From an optimization exercise on the open Yosys and OpenROAD flow, aimed at small area, a short achievable clock period and few clock cycles per item; shortcuts taken in it are not production practice.
No run shown here included a check of the RTL's function; only the layout flow was run.

## flow/design.v (module list and top-level ports; edited modules follow where they fit)
// module yuv2rgb_top: 837 lines
module yuv2rgb_top #(
	parameter int img_width = 320,
	parameter int img_height = 240
) (
	input logic CLOCK_50_I,
	input logic Resetn,
	input logic start,
	input logic [15:0] read_data,
	output logic [15:0] write_data,
	output logic [17:0] address,
	output logic write_en_n,
	output logic done
);
  // ...
==> flow/run.sh <==
#!/bin/bash
# synth_recipe.tcl (not shown) runs the flow's synth.tcl, then flattens the netlist and writes it again
# the make line also repeats each setting of config.mk as NAME=value (left out here)
make -C /OpenROAD-flow-scripts/flow DESIGN_CONFIG=/design/flow/config.mk WORK_HOME=/design/flow/orfs CLKGATE_MAP_FILE= SYNTH_SCRIPT=/design/flow/synth_recipe.tcl finish
==> flow/config.mk <==
export PLATFORM = sky130hd
export DESIGN_NAME = yuv2rgb_top
export DESIGN_NICKNAME = yuv2rgb_top
export VERILOG_FILES = /design/flow/design.v
export SDC_FILE = /design/flow/constraint.sdc
export NUM_CORES = 4
export LEC_CHECK = 0
export CAP_MARGIN = 20
export CORE_MARGIN = 2
export CORE_UTILIZATION = 40
export SLEW_MARGIN = 20
==> flow/constraint.sdc <==
create_clock -name core_clock -period 11.0 [get_ports {CLOCK_50_I}]
set_input_delay 2.2000 -clock core_clock [delete_from_list [all_inputs] [get_ports {CLOCK_50_I}]]
set_output_delay 2.2000 -clock core_clock [all_outputs]
set_load 0.01 [all_outputs]
==> metrics.log, run 1 <==
INFO  metric area.growth.synth_to_final = 11.9%
INFO  metric nClkBuffers = 64
INFO  metric wl_per_cell = 18.1 um
INFO  metric detail-route-antenna-nets = 0
INFO  metric nNonClkInverters = around 380
INFO  metric worstHoldStart = vw[3][1]
INFO  metric synth.avg_cell_area = about 11 sq um
INFO  metric num_tap_cells = between 800 and 900
INFO  metric sh_seq_area = 0.343
INFO  metric last_element_of_the_critical_path = l_reg[22]
INFO  metric multi_input_area = roughly 14000 sq um
INFO  metric synth_largest_area_cell = sky130_fd_sc_hd__edfxtp_1
INFO  metric final-hold-violation-count = 0
INFO  metric drt_iter0_markers = just under 900
INFO  metric finalClockSkew = about 27 ps
INFO  metric floorplan.die.height = ~250 um
INFO  metric synth_fa_ha_area_frac = 0.279
INFO  metric pins_over_their_slew_limit = 0
INFO  metric unrepaired_setup_endpoints_after_global_routing = false
INFO  metric core-area = 61600 sq um
INFO  metric min_delay_worst_endpoint = vw[2][1]
INFO  metric htreeDepth = 2
INFO  metric track_usage = 0.186
INFO  metric cts_buffer_depth = 3
INFO  metric cell_with_the_biggest_individual_delay_on_the_critical_path = sky130_fd_sc_hd__dfxtp_1
INFO  metric run_status = complete, no violations
INFO  metric buf_share = 0.0238
INFO  metric synth_seq_cells = a little under 400
INFO  metric critPathMaxStageDelay = around 700 ps
INFO  metric met1_length = roughly 26 mm
INFO  metric highest-signal-layer = met4
INFO  metric final_cells = ~3200
==> run 2, diff against run 1 <==
--- a/flow/design.v
+++ b/flow/design.v
@@ -78,41 +78,37 @@
 			end
 		end
 		case (ph)
 			4'd1, 4'd4: address <= {2'd0, ycnt};
 			4'd7, 4'd8: address <= c_addr;
 			default: address <= {1'b1, rgb};
 		endcase
 	end
-	logic [7:0] uw [0:6];
-	logic [7:0] vw [0:6];
-	logic fir_v;
+	logic [7:0] cw [0:11];
+	logic [7:0] us, vs;
 	logic l_lo;
 	logic cl_l0, cl_l1, cl_r7, cl_r8, cl_r9;
 	always_ff @(posedge CLOCK_50_I) begin
-		if ((ph == 4'd0) || (ph == 4'd5)) begin
-			for (int k = 0; k < 5; k++) begin
-				uw[k] <= uw[k + 1];
-			end
-			uw[5] <= (ph == 4'd0) ? read_data[15:8] : uw[6];
-			if (ph == 4'd0) begin
-				uw[6] <= read_data[7:0];
+		if ((ph == 4'd0) || (ph == 4'd1) || (ph == 4'd5) || (ph == 4'd6)) begin
+			for (int k = 0; k < 11; k++) begin
+				cw[k] <= cw[k + 1];
 			end
+			case (ph)
+				4'd5: cw[11] <= us;
+				4'd6: cw[11] <= vs;
+				default: cw[11] <= read_data[15:8];
+			endcase
 		end
-		if ((ph == 4'd1) || (ph == 4'd6)) begin
-			for (int k = 0; k < 5; k++) begin
-				vw[k] <= vw[k + 1];
-			end
-			vw[5] <= (ph == 4'd1) ? read_data[15:8] : vw[6];
-			if (ph == 4'd1) begin
-				vw[6] <= read_data[7:0];
-			end
+		if (ph == 4'd0) begin
+			us <= read_data[7:0];
+		end
+		if (ph == 4'd1) begin
+			vs <= read_data[7:0];
 		end
-		fir_v <= (ph == 4'd0) || (ph == 4'd5);
 		l_lo <= (ph == 4'd1) || (ph == 4'd6);
 		if (ph == 4'd9) begin
 			cl_l0 <= (col == 7'd0);
 			cl_l1 <= 1'b0;
 			cl_r7 <= 1'b0;
 			cl_r8 <= (col == 7'(macros_per_row - 1));
 			cl_r9 <= 1'b0;
 		end
@@ -124,22 +120,22 @@
 			cl_r9 <= (col == 7'(macros_per_row - 1));
 		end
 	end
 	logic [7:0] e0, e1, e2, e3, e4, e5;
 	logic [7:0] t0, t1, t3, t4, t5;
 	logic [8:0] tap_a, tap_b, tap_c;
 	logic [16:0] f_ra, f_rb, f_sum;
 	logic [8:0] fir_out;
-	assign e0 = fir_v ? vw[0] : uw[0];
-	assign e1 = fir_v ? vw[1] : uw[1];
-	assign e2 = fir_v ? vw[2] : uw[2];
-	assign e3 = fir_v ? vw[3] : uw[3];
-	assign e4 = fir_v ? vw[4] : uw[4];
-	assign e5 = fir_v ? vw[5] : uw[5];
+	assign e0 = cw[0];
+	assign e1 = cw[2];
+	assign e2 = cw[4];
+	assign e3 = cw[6];
+	assign e4 = cw[8];
+	assign e5 = cw[10];
 	assign t0 = cl_l0 ? e2 : (cl_l1 ? e1 : e0);
 	assign t1 = cl_l0 ? e2 : e1;
 	assign t3 = cl_r9 ? e2 : e3;
 	assign t4 = cl_r9 ? e2 : (cl_r8 ? e3 : e4);
 	assign t5 = cl_r9 ? e2 : (cl_r8 ? e3 : (cl_r7 ? e4 : e5));
 	always_ff @(posedge CLOCK_50_I) begin
 		tap_a <= {1'b0, t0} + {1'b0, t5};
 		tap_b <= {1'b0, t1} + {1'b0, t4};
@@ -797,18 +793,18 @@
 	assign hg = {mg_a, 1'b1} + {mg_b, mg_c};
 	assign hb = {mb_a, 1'b1} + {mb_b, mb_c};
 	always_ff @(posedge CLOCK_50_I) begin
 		if ((ph == 4'd4) || (ph == 4'd7)) begin
 			yreg <= read_data;
 		end
 		l_reg <= l_ra + l_rb;
 		if ((ph == 4'd0) || (ph == 4'd5)) begin
-			pu <= {~uw[2][7], ~uw[2][7], uw[2][6:0]};
-			pv <= {~vw[2][7], ~vw[2][7], vw[2][6:0]};
+			pu <= {~cw[4][7], ~cw[4][7], cw[4][6:0]};
+			pv <= {~cw[5][7], ~cw[5][7], cw[5][6:0]};
 		end
 		if ((ph == 4'd1) || (ph == 4'd6)) begin
 			pu <= fir_out;
 		end
 		if ((ph == 4'd2) || (ph == 4'd7)) begin
 			pv <= fir_out;
 		end
 		mr_a <= sr_ra[26:16];
==> run 2 against run 1 <==
Non-clock buffer count fell by 6. Sequential cell count is 1 lower. Synthesized area down 4.6%.
==> metrics.log, run 2 <==
INFO  metric run_status = complete, no violations (unchanged)
INFO  metric criticalPathCategory = register to register (unchanged)
INFO  metric placement_rows = 89 (was 91)
INFO  metric initial_drt_pass_iterations = 5 (unchanged)
INFO  metric final_cells = 3036 (was 3226)
INFO  metric gr-total-overflow = 0 (unchanged)
INFO  metric cts_hold_buf = 0 (unchanged)
INFO  metric mostFrequentLayoutCell = sky130_fd_sc_hd__inv_1 (unchanged)
INFO  metric timing.final.crit_share = 0.427 (was 0.422)
INFO  metric grt_pass1_vias = 15768 (was 17081)
INFO  metric yosysWarnings = 2 (was 3)
INFO  metric clock_tree.root_cell = sky130_fd_sc_hd__clkbuf_16 (unchanged)
INFO  metric hp-class = register to register (unchanged)
INFO  metric max-cap-violations = 0 (unchanged)
INFO  metric final-hold-violation-count = 0 (unchanged)
INFO  metric timing.fmax = 213 MHz (was 215 MHz)
INFO  metric gp_congestion = 0.849 (was 0.897)
INFO  metric finalClockSkew = 27.7 ps (was 27.2 ps)
INFO  metric seq_area = 9540 sq um (was 9560 sq um)
INFO  metric slew-limit-headroom = 0.366 (was 0.318)
INFO  metric detail-route-antenna-nets = 0 (unchanged)
INFO  metric cts_made_buffers = 43 (unchanged)
INFO  metric ys_types = 69 (was 88)
INFO  metric yosysMostFrequentCell = sky130_fd_sc_hd__inv_1 (unchanged)
INFO  metric synth.cells.most_frequent = sky130_fd_sc_hd__inv_1 (392), sky130_fd_sc_hd__ha_1 (233), sky130_fd_sc_hd__fa_1 (201), sky130_fd_sc_hd__dfxtp_1 (196), sky130_fd_sc_hd__edfxtp_1 (181) (was sky130_fd_sc_hd__inv_1 (382), sky130_fd_sc_hd__ha_1 (233), sky130_fd_sc_hd__fa_1 (201), sky130_fd_sc_hd__dfxtp_1 (197), sky130_fd_sc_hd__nand2_1 (187))
INFO  metric clk_pin_slew_worst_paths = 60 ps (about the same)
INFO  metric skew_pair_late_insertion_delay = 580 ps (about the same)
INFO  metric grtUsageMet2 = 0.282 (was 0.304)
INFO  metric nets_in_the_synthesized_netlist = 2614 (was 2740)
INFO  metric layout-drive-gt1-share = 0.0566 (was 0.0678)
INFO  metric crit_path_end_kind = register (unchanged)
INFO  metric pins_over_their_slew_limit = 0 (unchanged)
INFO  metric final.fill_count = 5290 (was 5625)
INFO  metric use_met3 = 0.0241 (was 0.0320)
INFO  metric largest_register_ffs = 96
INFO  metric met1_usage = 0.243 (was 0.248)
INFO  metric top_level_ports = 55 (unchanged)
INFO  metric timing.critical_path.from_type = register (unchanged)
INFO  metric wl_per_cell = 16.9 um (was 18.1 um)
INFO  metric final_period_minus_worst_setup_slack = 4700 ps (was 4650 ps)
INFO  metric place_ws = 6330 ps (was 6390 ps)
INFO  metric tritoncts = built (unchanged)
INFO  metric netlist_area_before_placement = 23800 sq um (was 24900 sq um)
INFO  metric grt_start_max_net_pins = 64 (was 56)
INFO  metric dp.cells = 2956 (was 3144)
INFO  metric critical_path_required = 11310 ps (was 11490 ps)
INFO  metric area_enclosed_by_the_die_boundary = 61400 sq um (was 64300 sq um)
INFO  metric unrepaired_setup_endpoints_after_global_routing = false (unchanged)
INFO  metric drc = 0 (unchanged)
INFO  metric num_antenna_cells = 0 (unchanged)
INFO  metric clkSinkCount = 384 (was 385)
INFO  metric track_usage = 0.175 (was 0.186)
INFO  metric post-cts-setup-buffers = 0 (unchanged)
INFO  metric nets = 2681 (was 2807)
INFO  metric netlist_instances = 2161 (was 2287)
INFO  metric setup_total_negative_slack = 0 ps (unchanged)
INFO  metric timing.reg2reg.worst_path_depth = 16 (was 13)
INFO  metric layout.cells.most_common_list = sky130_fd_sc_hd__inv_1 (392), sky130_fd_sc_hd__ha_1 (233), sky130_fd_sc_hd__fa_1 (201) (was sky130_fd_sc_hd__inv_1 (381), sky130_fd_sc_hd__ha_1 (233), sky130_fd_sc_hd__fa_1 (201))
INFO  metric ys_async_sr_fraction = 0.0182 (about the same)
INFO  metric drt_iter0_markers = 969 (was 889)
INFO  metric crit_fanout = 5 (was 12)
INFO  metric detailed_route_wl = 51.2 mm (was 58.3 mm)
INFO  metric htreeDepth = 2 (unchanged)
INFO  metric cts_buffer_depth = 3 (unchanged)
INFO  metric worst_pin_slew = 947 ps (was 1020 ps)
INFO  metric core-area = 58900 sq um (was 61600 sq um)
INFO  metric floorplan.die.width = 248 um (was 254 um)
INFO  metric synth_flop_cell = sky130_fd_sc_hd__dfxtp_1 (unchanged)
INFO  metric critPathArrivalTime = 5000 ps (was 5140 ps)
INFO  metric floorplan.initialDensity = 0.403 (was 0.404)
INFO  metric cts_repair_resize_count = 0 (unchanged)
INFO  metric synth-edff-count = 181 (unchanged)
INFO  metric synth_seq_cells = 384 (was 385)
INFO  metric floorplan.die.height = 248 um (was 254 um)
INFO  metric first_pass_grt_wire_length = 84.1 mm (was 93.0 mm)
INFO  metric dr_total_vias = 15056 (was 16473)
INFO  metric grt_antenna_before_repair = 0 (was 1)
INFO  metric final-setup-viol-count = 0 (unchanged)
INFO  metric setup_ws = 6300 ps (was 6350 ps)
INFO  metric area.growth.synth_to_final = 12.5% (was 11.9%)
INFO  metric route.detailed.vias_per_inst = 4.96 (was 5.11)
INFO  metric synth.avg_cell_area = 11.0 sq um (was 10.9 sq um)
INFO  metric synth_largest_area_cell = sky130_fd_sc_hd__edfxtp_1 (unchanged)
INFO  metric yosysTopAreaCellShare = 0.229 (was 0.218)
INFO  metric worst_hold_path.num_cells = 0 (unchanged)
INFO  metric dp_hpwl = 40.0 mm (was 46.0 mm)
INFO  metric synth.top_cells.by_area = sky130_fd_sc_hd__edfxtp_1 (23%), sky130_fd_sc_hd__fa_1 (17%), sky130_fd_sc_hd__dfxtp_1 (17%) (was sky130_fd_sc_hd__edfxtp_1 (22%), sky130_fd_sc_hd__fa_1 (16%), sky130_fd_sc_hd__dfxtp_1 (16%))
INFO  metric grt_most_used_layer = met2 (unchanged)
INFO  metric placement.io_buffers = 54 (unchanged)
INFO  metric multi_input_area = 12600 sq um (was 13700 sq um)
INFO  metric yosysSeqAreaShare = 0.401 (was 0.384)
run 2: cell types whose count changed in the layout (fill, tap and decap cells not counted), moves of 9 or more:
cell | before | now
sky130_fd_sc_hd__mux2i_1 | 53 | 33
sky130_fd_sc_hd__clkbuf_1 | 10 | 1
sky130_fd_sc_hd__mux2_2 | 33 | 16
sky130_fd_sc_hd__xnor2_1 | 60 | 72
sky130_fd_sc_hd__nand2_1 | 187 | 140
sky130_fd_sc_hd__a22oi_1 | 25 | 36
sky130_fd_sc_hd__o21bai_1 | 3 | 12
sky130_fd_sc_hd__o21a_1 | 50 | 37
sky130_fd_sc_hd__o31ai_1 | 13 | 4
sky130_fd_sc_hd__a21oi_1 | 67 | 89
sky130_fd_sc_hd__o21ai_0 | 111 | 96
sky130_fd_sc_hd__inv_1 | 381 | 392
run 2: metrics by stage:
stage	hold slack (ps)	cell area [sq um]	util
after floorplan	374	23800	-
after global placement	400	25200	0.428
after detailed placement	405	25200	0.428
after CTS	418	26700	0.454
after global routing	425	26700	0.454
final	411	26700	0.454
run 2: worst paths after layout:
kind,start,to,slack (ps)
max in group asynchronous,Resetn,ph[2],8840
min in group asynchronous,Resetn,done,1870
min reg2reg,cw[1][1],cw[0][1],410
max reg2reg,tap_b[1],pu[7],6300
max,tap_b[1],pu[7],6300
min,cw[1][1],cw[0][1],410
run 2: routing by layer:
layer,wire length [um],vias up,part of all wire
met2,23300,285,0.46
met5,0,-,0
met1,24300,7320,0.47
li1,-,7358,-
met4,1640,0,0.032
met3,1940,93,0.038
run 2: worst max-delay path: stages (launching register included):
cell and delay (ps):
sky130_fd_sc_hd__dfxtp_1 350, sky130_fd_sc_hd__inv_1 100, sky130_fd_sc_hd__fa_1 470, sky130_fd_sc_hd__fa_1 490, sky130_fd_sc_hd__fa_1 490, sky130_fd_sc_hd__inv_1 50
sky130_fd_sc_hd__fa_1 350, sky130_fd_sc_hd__inv_1 70, sky130_fd_sc_hd__ha_1 230, sky130_fd_sc_hd__ha_1 320, sky130_fd_sc_hd__a21oi_1 130, sky130_fd_sc_hd__o21ai_0 120
sky130_fd_sc_hd__o21a_1 250, sky130_fd_sc_hd__a311o_1 430, sky130_fd_sc_hd__o31a_1 270, sky130_fd_sc_hd__xnor2_1 210, sky130_fd_sc_hd__mux2i_1 110
run 2: cell families after synthesis:
kind of cell | count (synthesis) | synth area share
flip-flops | 384 | 0.401
buffers and inverters | 435 | 0.0693
AO/OA/AOI/OAI | 363 | 0.0987
adder cells (fa/ha/maj) | 434 | 0.292
AND/OR/NAND/NOR | 384 | 0.0755
XOR/XNOR | 111 | 0.0409
multiplexers | 50 | 0.0221
run 2: cell type report:
type / count / share of cell area
tap: 773 / 0.0362
sequential: 384 / 0.357
inverter: 394 / 0.0553
multi-input combinational: 1342 / 0.472
clock buffer: 54 / 0.0464
timing repair buffer: 63 / 0.0227
clock inverter: 26 / 0.0107

## static timing again, ports no longer ideal
Ports are ideal in the flow. The routed layouts listed here were re-timed in OpenROAD.
Step 1 assumes that a clkbuf_16 drives the clock port and a buf_2 every other input.
Step 2 also shifts input and output timing later by t, the mid clock arrival at the registers, as if the neighbouring blocks saw the same clock.
Slacks: ideal / step 1 / step 2; pairs: ideal / step 1.
| run | shift t [ns] | setup WS [ns] | worst slew at a driven data input, ns |
|---|---|---|---|
| run 1 | 0.632 | 6.354 / 6.354 / 6.354 | 0.04 |
| run 2 | 0.625 | 6.303 / 6.303 / 6.303 | 0.04 |
After both steps setup and hold are still met in every run listed.
